This design comes from an exercise in tuning for small area and a short achievable clock period on the open sky130 flow, not from production work. RTL that was checked went through simulation tests only; none was proved equivalent to the original. Power figures rest on the tool's default switching activity, not on a simulated workload.

==> flow/design.v <==
package l0_buffer_pkg;
   typedef logic [32-1:0]    port_word_t;    
   typedef logic [5-1:0]   buf_count_t;    
   typedef logic [2-1:0] port_vec_t;     
   typedef enum logic [1:0] {
      RST_IDLE  = 2'd0,
      RST_HOLD  = 2'd1,
      RST_PULSE = 2'd2,
      RST_DONE  = 2'd3
   } rst_state_e;
   typedef enum logic [1:0] {EV_NONE = 2'd0, EV_SOB = 2'd1, EV_EOB = 2'd2} burst_event_e;
endpackage
`timescale 1ns/1ps
module reset_sequencer (
   input  logic clk_pll_200,
   input  logic reset,
   output logic soft_reset,
   output logic ready
);
   localparam int CNT_W = $clog2(32 + 16 + 1);
   logic [CNT_W-1:0] cnt;    
   always_ff @(posedge clk_pll_200) begin
      if (reset) begin
         cnt        <= '0;
         soft_reset <= 1'b0;
         ready      <= 1'b0;
      end else begin
         if (!ready) begin
            cnt <= cnt + CNT_W'(1);
         end
         soft_reset <= (cnt >= CNT_W'(32)) &&
                       (cnt <  CNT_W'(32 + 16));
         ready      <= ready | (cnt == CNT_W'(32 + 16));
      end
   end
endmodule
`timescale 1ns/1ps
module burst_dispatcher (
   input  logic clk_pll_200,
   input  logic reset,
   input  logic soft_reset,
   input  logic flush,
   input  logic burst,
   output logic ecrst,
   output logic bcrst
);
   logic burst_q;    
   logic clear;
   assign clear = reset | soft_reset | flush;
   always_ff @(posedge clk_pll_200) begin
      if (clear) begin
         burst_q <= 1'b0;
         ecrst   <= 1'b0;
         bcrst   <= 1'b0;
      end else begin
         burst_q <= burst;
         ecrst   <= burst ^ burst_q;
         bcrst   <= burst & ~burst_q;
      end
   end
endmodule
`timescale 1ns/1ps
module primitive_buffer (
   input  logic                      clk_pll_200,
   input  logic                      reset,
   input  logic                      soft_reset,
   input  logic                      flush,
   input  logic                      burst,
   input  logic                      wr_en,
   input  l0_buffer_pkg::port_word_t wr_data,
   input  logic                      rd_en,
   output l0_buffer_pkg::port_word_t rd_data,
   output logic                      empty,
   output logic                      full,
   output logic                      refill_req
);
   localparam int DEPTH = 16;
   localparam int MEM_D = DEPTH - 1;    
   l0_buffer_pkg::port_word_t  mem [MEM_D];
   l0_buffer_pkg::port_word_t  head;
   l0_buffer_pkg::port_word_t  mem_q;
   logic [MEM_D-1:0]           wr_sel;    
   logic [MEM_D-1:0]           rd_sel;    
   logic [DEPTH:1]             occ;       
   logic                       clear;
   logic                       one;
   logic                       wr_ok;
   logic                       rd_ok;
   logic                       inc;
   logic                       dec;
   logic                       mem_wr;
   logic                       mem_rd;
   logic                       head_ld;
   logic                       head_wr;
   logic                       head_mem;
   assign clear  = reset | soft_reset | flush;
   assign one    = occ[1] & ~occ[2];
   assign wr_ok  = wr_en & ~occ[DEPTH];    
   assign rd_ok  = rd_en & occ[1];         
   assign inc    = wr_ok & ~rd_ok;
   assign dec    = rd_ok & ~wr_ok;
   assign mem_wr = wr_ok & occ[1] & ~(one & rd_en);
   assign mem_rd = rd_en & occ[2];
   for (genvar i = 0; i < MEM_D; i++) begin : g_mem
      always_ff @(posedge clk_pll_200) begin
         if (wr_en & ~occ[DEPTH] & wr_sel[i]) begin
            mem[i] <= wr_data;
         end
      end
   end
   always_comb begin
      mem_q = '0;
      for (int i = 0; i < MEM_D; i++) begin
         mem_q = mem_q | (mem[i] & {32{rd_sel[i]}});
      end
   end
   assign head_ld  = rd_en | ~occ[1];
   assign head_wr  = head_ld & ~occ[2];
   assign head_mem = head_ld & occ[2];
   always_ff @(posedge clk_pll_200) begin
      head <= ({32{head_wr}}  & wr_data)
            | ({32{head_mem}} & mem_q)
            | ({32{~head_ld}} & head);
   end
   always_ff @(posedge clk_pll_200) begin
      if (clear) begin
         wr_sel     <= MEM_D'(1);
         rd_sel     <= MEM_D'(1);
         occ        <= '0;
         empty      <= 1'b1;
         full       <= 1'b0;
         refill_req <= 1'b0;
      end else begin
         if (mem_wr) begin
            wr_sel <= {wr_sel[MEM_D-2:0], wr_sel[MEM_D-1]};
         end
         if (mem_rd) begin
            rd_sel <= {rd_sel[MEM_D-2:0], rd_sel[MEM_D-1]};
         end
         if (inc) begin
            occ <= {occ[DEPTH-1:1], 1'b1};
         end else if (dec) begin
            occ <= {1'b0, occ[DEPTH:2]};
         end
         empty      <= inc ? 1'b0 : dec ? ~occ[2] : ~occ[1];
         full       <= inc ? occ[DEPTH-1] : dec ? 1'b0 : occ[DEPTH];
         refill_req <= burst & ~occ[4];
      end
   end
   assign rd_data = head;
endmodule
`timescale 1ns/1ps
module l0_buffer_top (
   input  logic                                 clk_pll_200,
   input  logic                                 reset,
   input  logic                                 burst,
   input  logic                                 flush,
   input  logic [2-1:0]             wr_en,
   input  logic [2*32-1:0]  wr_data,
   input  logic [2-1:0]             rd_en,
   output logic [2*32-1:0]  rd_data,
   output logic [2-1:0]             empty,
   output logic [2-1:0]             full,
   output logic [2-1:0]             refill_req,
   output logic                                 ecrst,
   output logic                                 bcrst,
   output logic                                 ready
);
   logic soft_reset;    
   reset_sequencer u_reset_sequencer (
      .clk_pll_200 (clk_pll_200),
      .reset       (reset),
      .soft_reset  (soft_reset),
      .ready       (ready)
   );
   burst_dispatcher u_burst_dispatcher (
      .clk_pll_200 (clk_pll_200),
      .reset       (reset),
      .soft_reset  (soft_reset),
      .flush       (flush),
      .burst       (burst),
      .ecrst       (ecrst),
      .bcrst       (bcrst)
   );
   for (genvar p = 0; p < 2; p++) begin : g_port
      primitive_buffer u_buffer (
         .clk_pll_200 (clk_pll_200),
         .reset       (reset),
         .soft_reset  (soft_reset),
         .flush       (flush),
         .burst       (burst),         
         .wr_en       (wr_en[p]),
         .wr_data     (wr_data[32*p +: 32]),
         .rd_en       (rd_en[p]),
         .rd_data     (rd_data[32*p +: 32]),
         .empty       (empty[p]),
         .full        (full[p]),
         .refill_req  (refill_req[p])
      );
   end
endmodule
make LEC_CHECK=0 CAP_MARGIN=20 CORE_MARGIN=2 CORE_UTILIZATION=65 CTS_CLUSTER_DIAMETER=50 CTS_CLUSTER_SIZE=24 SETUP_SLACK_MARGIN=1.8 SLEW_MARGIN=20 TNS_END_PERCENT=100 finish   # period 3.8 ns
run.sh (not shown) runs the stock make flow with config.mk's settings and CLKGATE_MAP_FILE= SYNTH_SCRIPT=/design/flow/synth_recipe.tcl, a recipe that flattens the netlist after the stock synthesis.
Edit:
- CTS_CLUSTER_DIAMETER: 50 -> not set
- CTS_CLUSTER_SIZE: 24 -> not set
Outcome: Combinational power fell by about 2%. Maximum frequency is lower by about 0.5%. Sequential cell count does not change. Clock skew decreases by 0.025 ns. Total power rose by 2.1%. Synthesized area does not change. Sequential share of layout area fell by 0.27 points. Count of clock-buffer cells in the layout is higher by 45. Cell area rises by 0.32%. Cell count climbs by 1.1%. Non-clock buffer count climbs by 4.
Function was not checked in any run of this note: the RTL went through the layout flow alone.


Setup of fjord:
Another version of the RTL of l0_buffer_top (not shown whole).
For scale: ~2400 cells after synthesis, roughly 1100 flip-flops, roughly 150 I/O pins, about 0.041 mm^2 of cells after synthesis.
==> flow/config.mk <==
export PLATFORM = sky130hd
export DESIGN_NAME = l0_buffer_top
export DESIGN_NICKNAME = l0_buffer_top
export VERILOG_FILES = /design/flow/design.v
export SDC_FILE = /design/flow/constraint.sdc
export NUM_CORES = 4
export LEC_CHECK = 0
export CAP_MARGIN = 20
export CORE_MARGIN = 2
export CORE_UTILIZATION = 72
export SETUP_SLACK_MARGIN = 1.9
export SLEW_MARGIN = 20
export TNS_END_PERCENT = 100
==> flow/constraint.sdc <==
create_clock -name core_clock -period 3.8 [get_ports {clk_pll_200}]
set_input_delay 0.7600 -clock core_clock [delete_from_list [all_inputs] [get_ports {clk_pll_200}]]
set_output_delay 0.7600 -clock core_clock [all_outputs]
set_load 0.01 [all_outputs]
standard.sh (not shown) runs the stock make flow with config.mk's settings and CLKGATE_MAP_FILE= SYNTH_SCRIPT=/design/flow/synth_recipe.tcl, a recipe that flattens the netlist after the stock synthesis.
==> flow/flow/run.sh <==
#!/bin/bash
# Standard synthesis, then the standard layout with plain buffers on the
# ports, without the delay-cell buffers in placement and timing repair, and
# a clock tree without dummy loads.
set -euo pipefail
bash standard.sh synth > synth.log 2>&1
export BUFFER_PORTS_ARGS="-buffer_cell sky130_fd_sc_hd__buf_2"
export DONT_USE_CELLS="sky130_fd_sc_hd__clkdlybuf4s15_1 sky130_fd_sc_hd__clkdlybuf4s15_2 sky130_fd_sc_hd__clkdlybuf4s18_1 sky130_fd_sc_hd__clkdlybuf4s18_2 sky130_fd_sc_hd__clkdlybuf4s25_1 sky130_fd_sc_hd__clkdlybuf4s25_2 sky130_fd_sc_hd__clkdlybuf4s50_1 sky130_fd_sc_hd__clkdlybuf4s50_2"
export CTS_ARGS="-sink_clustering_enable -repair_clock_nets -dont_use_dummy_load -sink_clustering_size 25 -sink_clustering_max_diameter 70"
bash standard.sh > layout.log 2>&1
fjord finished end to end and its layout was clean on timing, DRC and antenna.
Here is what was changed in the inputs of cedar compared with fjord.
==> flow/flow/run.sh <==
#!/bin/bash
# Standard synthesis, then the standard layout with plain buffers on the
# ports, without the delay-cell buffers in placement and timing repair, and
# a clock tree without dummy loads.
set -euo pipefail
bash standard.sh synth > synth.log 2>&1
export BUFFER_PORTS_ARGS="-buffer_cell sky130_fd_sc_hd__buf_1"
export DONT_USE_CELLS="sky130_fd_sc_hd__clkdlybuf4s15_1 sky130_fd_sc_hd__clkdlybuf4s15_2 sky130_fd_sc_hd__clkdlybuf4s18_1 sky130_fd_sc_hd__clkdlybuf4s18_2 sky130_fd_sc_hd__clkdlybuf4s25_1 sky130_fd_sc_hd__clkdlybuf4s25_2 sky130_fd_sc_hd__clkdlybuf4s50_1 sky130_fd_sc_hd__clkdlybuf4s50_2"
export CTS_ARGS="-sink_clustering_enable -repair_clock_nets -dont_use_dummy_load -sink_clustering_size 30 -sink_clustering_max_diameter 80"
bash standard.sh > layout.log 2>&1
--- a/flow/config.mk
+++ b/flow/config.mk
@@ -8,5 +8,6 @@
 export CAP_MARGIN = 20
 export CORE_MARGIN = 2
-export CORE_UTILIZATION = 72
+export CORE_UTILIZATION = 65
+export PLACE_DENSITY = 0.75
 export SETUP_SLACK_MARGIN = 1.9
 export SLEW_MARGIN = 20
[summary]
cedar vs fjord: layout clock buffer count down by more than 10%
fjord -> cedar: number of I/O pins delta 0, exact match
Re combined area of the multi-input logic cells: cedar and fjord aren't equal, and the higher value belongs to cedar.
Diff fjord..cedar | register-to-register setup slack | negligible
Looking at proportion of power drawn by the clock network, cedar sits 1.3 points lower than fjord does.
Relative to fjord, leakage dissipation decreased by about 2.1% in cedar.
Worst slew margin relative to its limit, cedar and fjord: lower on fjord
For the clock period minus final worst setup slack, cedar came in 0.015 ns lower than fjord did.
[inputs] amber vs cedar
==> flow/flow/run.sh <==
#!/bin/bash
# Standard synthesis, then the standard layout with plain buffers on the
# ports, without the delay-cell buffers in placement and timing repair, and
# a clock tree without dummy loads.
set -euo pipefail
bash standard.sh synth > synth.log 2>&1
export BUFFER_PORTS_ARGS="-buffer_cell sky130_fd_sc_hd__buf_2"
export DONT_USE_CELLS="sky130_fd_sc_hd__clkdlybuf4s15_1 sky130_fd_sc_hd__clkdlybuf4s15_2 sky130_fd_sc_hd__clkdlybuf4s18_1 sky130_fd_sc_hd__clkdlybuf4s18_2 sky130_fd_sc_hd__clkdlybuf4s25_1 sky130_fd_sc_hd__clkdlybuf4s25_2 sky130_fd_sc_hd__clkdlybuf4s50_1 sky130_fd_sc_hd__clkdlybuf4s50_2"
export CTS_ARGS="-sink_clustering_enable -repair_clock_nets -dont_use_dummy_load -sink_clustering_size 25 -sink_clustering_max_diameter 70"
bash standard.sh > layout.log 2>&1
--- a/flow/config.mk
+++ b/flow/config.mk
@@ -9,5 +9,4 @@
 export CORE_MARGIN = 2
 export CORE_UTILIZATION = 65
-export PLACE_DENSITY = 0.75
 export SETUP_SLACK_MARGIN = 1.9
 export SLEW_MARGIN = 20
==> notes.md <==
- Compared with cedar, amber shows a higher core utilization.
- Looking at maximum frequency across amber and cedar, the one that comes out lower is amber.
- Against cedar, amber reports a met3 wirelength from detailed routing that is lower.
- Re signed area change from the synthesized netlist to the final layout: cedar was lower than amber.
- From cedar to amber the numbers moved as follows: sequential share of layout area fell by 0.22 points; CTS clock-pin slew for the worst setup and hold paths saw a decrease; wire length level; final area rose by 0.33%.
- Status: flip-flop and latch count parity (amber, cedar)
> inputs changed (amber -> nickel)
--- a/flow/flow/run.sh
+++ b/flow/flow/run.sh
@@ -7,4 +7,4 @@
 export BUFFER_PORTS_ARGS="-buffer_cell sky130_fd_sc_hd__buf_2"
 export DONT_USE_CELLS="sky130_fd_sc_hd__clkdlybuf4s15_1 sky130_fd_sc_hd__clkdlybuf4s15_2 sky130_fd_sc_hd__clkdlybuf4s18_1 sky130_fd_sc_hd__clkdlybuf4s18_2 sky130_fd_sc_hd__clkdlybuf4s25_1 sky130_fd_sc_hd__clkdlybuf4s25_2 sky130_fd_sc_hd__clkdlybuf4s50_1 sky130_fd_sc_hd__clkdlybuf4s50_2"
-export CTS_ARGS="-sink_clustering_enable -repair_clock_nets -dont_use_dummy_load -sink_clustering_size 25 -sink_clustering_max_diameter 70"
+export CTS_ARGS="-sink_clustering_enable -repair_clock_nets -dont_use_dummy_load"
 bash standard.sh > layout.log 2>&1
Notes after the runs:
Having completed the whole flow, amber delivered a layout that passed the timing, DRC and antenna checks.
nickel: all stages complete, timing, DRC and antenna checks passed
Compared with amber, nickel has extra setup slack.
In the reports for nickel and amber, the smaller clock-buffer cell count belongs to amber.
When nickel is measured against amber, its final standard cell utilization of the core turns out 2.0 points higher.
Comparing nickel and amber, the lower fraction of power consumed by combinational cells was measured on nickel.
The final area in nickel was higher than what amber gave.
Taking amber as the reference point, the worst hold-check slack of nickel rises by 0.0036 ns.
[compare] base=amber new=nickel: cell count higher, maximum VDD drop now smaller.


Setup of ember:
l0_buffer_top, a different RTL version from the one above (not shown whole).
For scale: about 2,500 cells after synthesis, about 150 I/O pins, ~40,000 um^2 of cells after synthesis.
export LEC_CHECK = 0
export CAP_MARGIN = 20
export CORE_MARGIN = 2
export CORE_UTILIZATION = 65
export SETUP_SLACK_MARGIN = 1.8
export SLEW_MARGIN = 20
export TNS_END_PERCENT = 100
create_clock -name core_clock -period 3.8 [get_ports {clk_pll_200}]
==> flow/flow/run.sh <==
#!/bin/bash
# Standard layout, with the port buffers made from plain buffers.
set -euo pipefail
export BUFFER_PORTS_ARGS="-buffer_cell sky130_fd_sc_hd__buf_2"
bash standard.sh > standard.log 2>&1
Input-level comparison between yarrow and ember:
==> flow/run.sh (new file) <==
#!/bin/bash
# synth_recipe.tcl (not shown) runs the flow's synth.tcl, then flattens the netlist and writes it again
# the make line also repeats each setting of config.mk as NAME=value (left out here)
make -C /OpenROAD-flow-scripts/flow DESIGN_CONFIG=/design/flow/config.mk WORK_HOME=/design/flow/orfs CLKGATE_MAP_FILE= SYNTH_SCRIPT=/design/flow/synth_recipe.tcl finish
--- a/flow/config.mk
+++ b/flow/config.mk
@@ -10,3 +10,3 @@
 export CORE_UTILIZATION = 65
-export SETUP_SLACK_MARGIN = 1.8
+export SETUP_SLACK_MARGIN = 2.2
 export SLEW_MARGIN = 20
removed: flow/flow/run.sh
removed: flow/standard.sh
==> notes.md <==
- Compared with ember, total power in yarrow increased by a few percent.
- Diff ember -> yarrow: setup slack moved up; count of buffers added by post-CTS timing repair for setup moved up; combined area of the multi-input logic cells moved up; total instance count after detailed placement level.
- Run comparison: ember capture point of the critical path g_port[0].u_buffer.mem[1][8]; yarrow capture point of the critical path rd_data[21]
The following lists how indigo was set up differently from yarrow:
==> flow/flow/run.sh (new file) <==
#!/bin/bash
# Standard synthesis, then the standard layout with plain buffers on the
# ports and without the delay-cell buffers in placement and timing repair.
set -euo pipefail
bash standard.sh synth > synth.log 2>&1
export BUFFER_PORTS_ARGS="-buffer_cell sky130_fd_sc_hd__buf_2"
export DONT_USE_CELLS="sky130_fd_sc_hd__clkdlybuf4s15_1 sky130_fd_sc_hd__clkdlybuf4s15_2 sky130_fd_sc_hd__clkdlybuf4s18_1 sky130_fd_sc_hd__clkdlybuf4s18_2 sky130_fd_sc_hd__clkdlybuf4s25_1 sky130_fd_sc_hd__clkdlybuf4s25_2 sky130_fd_sc_hd__clkdlybuf4s50_1 sky130_fd_sc_hd__clkdlybuf4s50_2"
bash standard.sh > layout.log 2>&1
==> flow/standard.sh (new file) <==
#!/bin/bash
# synth_recipe.tcl (not shown) runs the flow's synth.tcl, then flattens the netlist and writes it again
# the make line also repeats each setting of config.mk as NAME=value (left out here)
make -C /OpenROAD-flow-scripts/flow DESIGN_CONFIG=/design/flow/config.mk WORK_HOME=/design/flow/orfs CLKGATE_MAP_FILE= SYNTH_SCRIPT=/design/flow/synth_recipe.tcl "${@:-finish}"
--- a/flow/config.mk
+++ b/flow/config.mk
@@ -10,3 +10,5 @@
 export CORE_UTILIZATION = 65
-export SETUP_SLACK_MARGIN = 2.2
+export CTS_CLUSTER_DIAMETER = 50
+export CTS_CLUSTER_SIZE = 24
+export SETUP_SLACK_MARGIN = 1.85
 export SLEW_MARGIN = 20
removed: flow/run.sh
Of the two values seen for worst hold-check path type, primary input to flip-flop was produced by indigo and flip-flop to flip-flop by yarrow.
On via count, indigo does better than yarrow.
Lower fraction of area in multi-input gates was reported by yarrow, not indigo.
Critical path arrival: lower on indigo
indigo does better than yarrow on finished layout cell area.
In the tables for yarrow and indigo, final clock period utilization by the worst path reads lower with indigo.
Compared with yarrow, in indigo first-iteration DRC count decreased 1,705; area share of buffers outside the clock network -11 points.

## static timing again, ports no longer ideal
In the flow no input, the clock included, has a driving cell. The finished layouts below were timed again as built, in two steps.
Step 1 assumes that a clkbuf_16 drives the clock port and a buf_2 every other input.
Step 2 moves the port delays by t, midway between the first and last clock arrival at a register: inputs arrive t later, outputs are due t later. That takes back most of the time a late clock gives input paths.
Slacks: no drivers / after step 1 / after step 2; pairs: no drivers / after step 1.
| run | t (ns) | setup slack, ns | latest minus earliest clock arrival (ns) |
|---|---|---|---|
| the first run of note 1 | 0.716 | 1.809 / 1.752 / 1.135 | 0.041 / 0.042 |
| the second run of note 1 | 0.718 | 1.798 / 1.760 / 1.116 | 0.019 / 0.019 |
| fjord | 0.690 | 1.891 / 1.827 / 1.437 | 0.035 / 0.035 |
| cedar | 0.668 | 1.906 / 1.845 / 1.377 | 0.057 / 0.058 |
| amber | 0.687 | 1.888 / 1.820 / 1.450 | 0.033 / 0.032 |
| nickel | 0.698 | 1.896 / 1.828 / 1.430 | 0.047 / 0.047 |
| ember | 0.718 | 1.843 / 1.785 / 1.320 | 0.024 / 0.025 |
| yarrow | 0.754 | 1.854 / 1.787 / 1.201 | 0.029 / 0.029 |
| indigo | 0.710 | 1.870 / 1.809 / 1.429 | 0.037 / 0.037 |
After both steps every run listed still meets setup and hold. The setup slack of the second run of note 1, which loses most, moves by -0.038 ns with the drivers and by -0.682 ns with both steps.
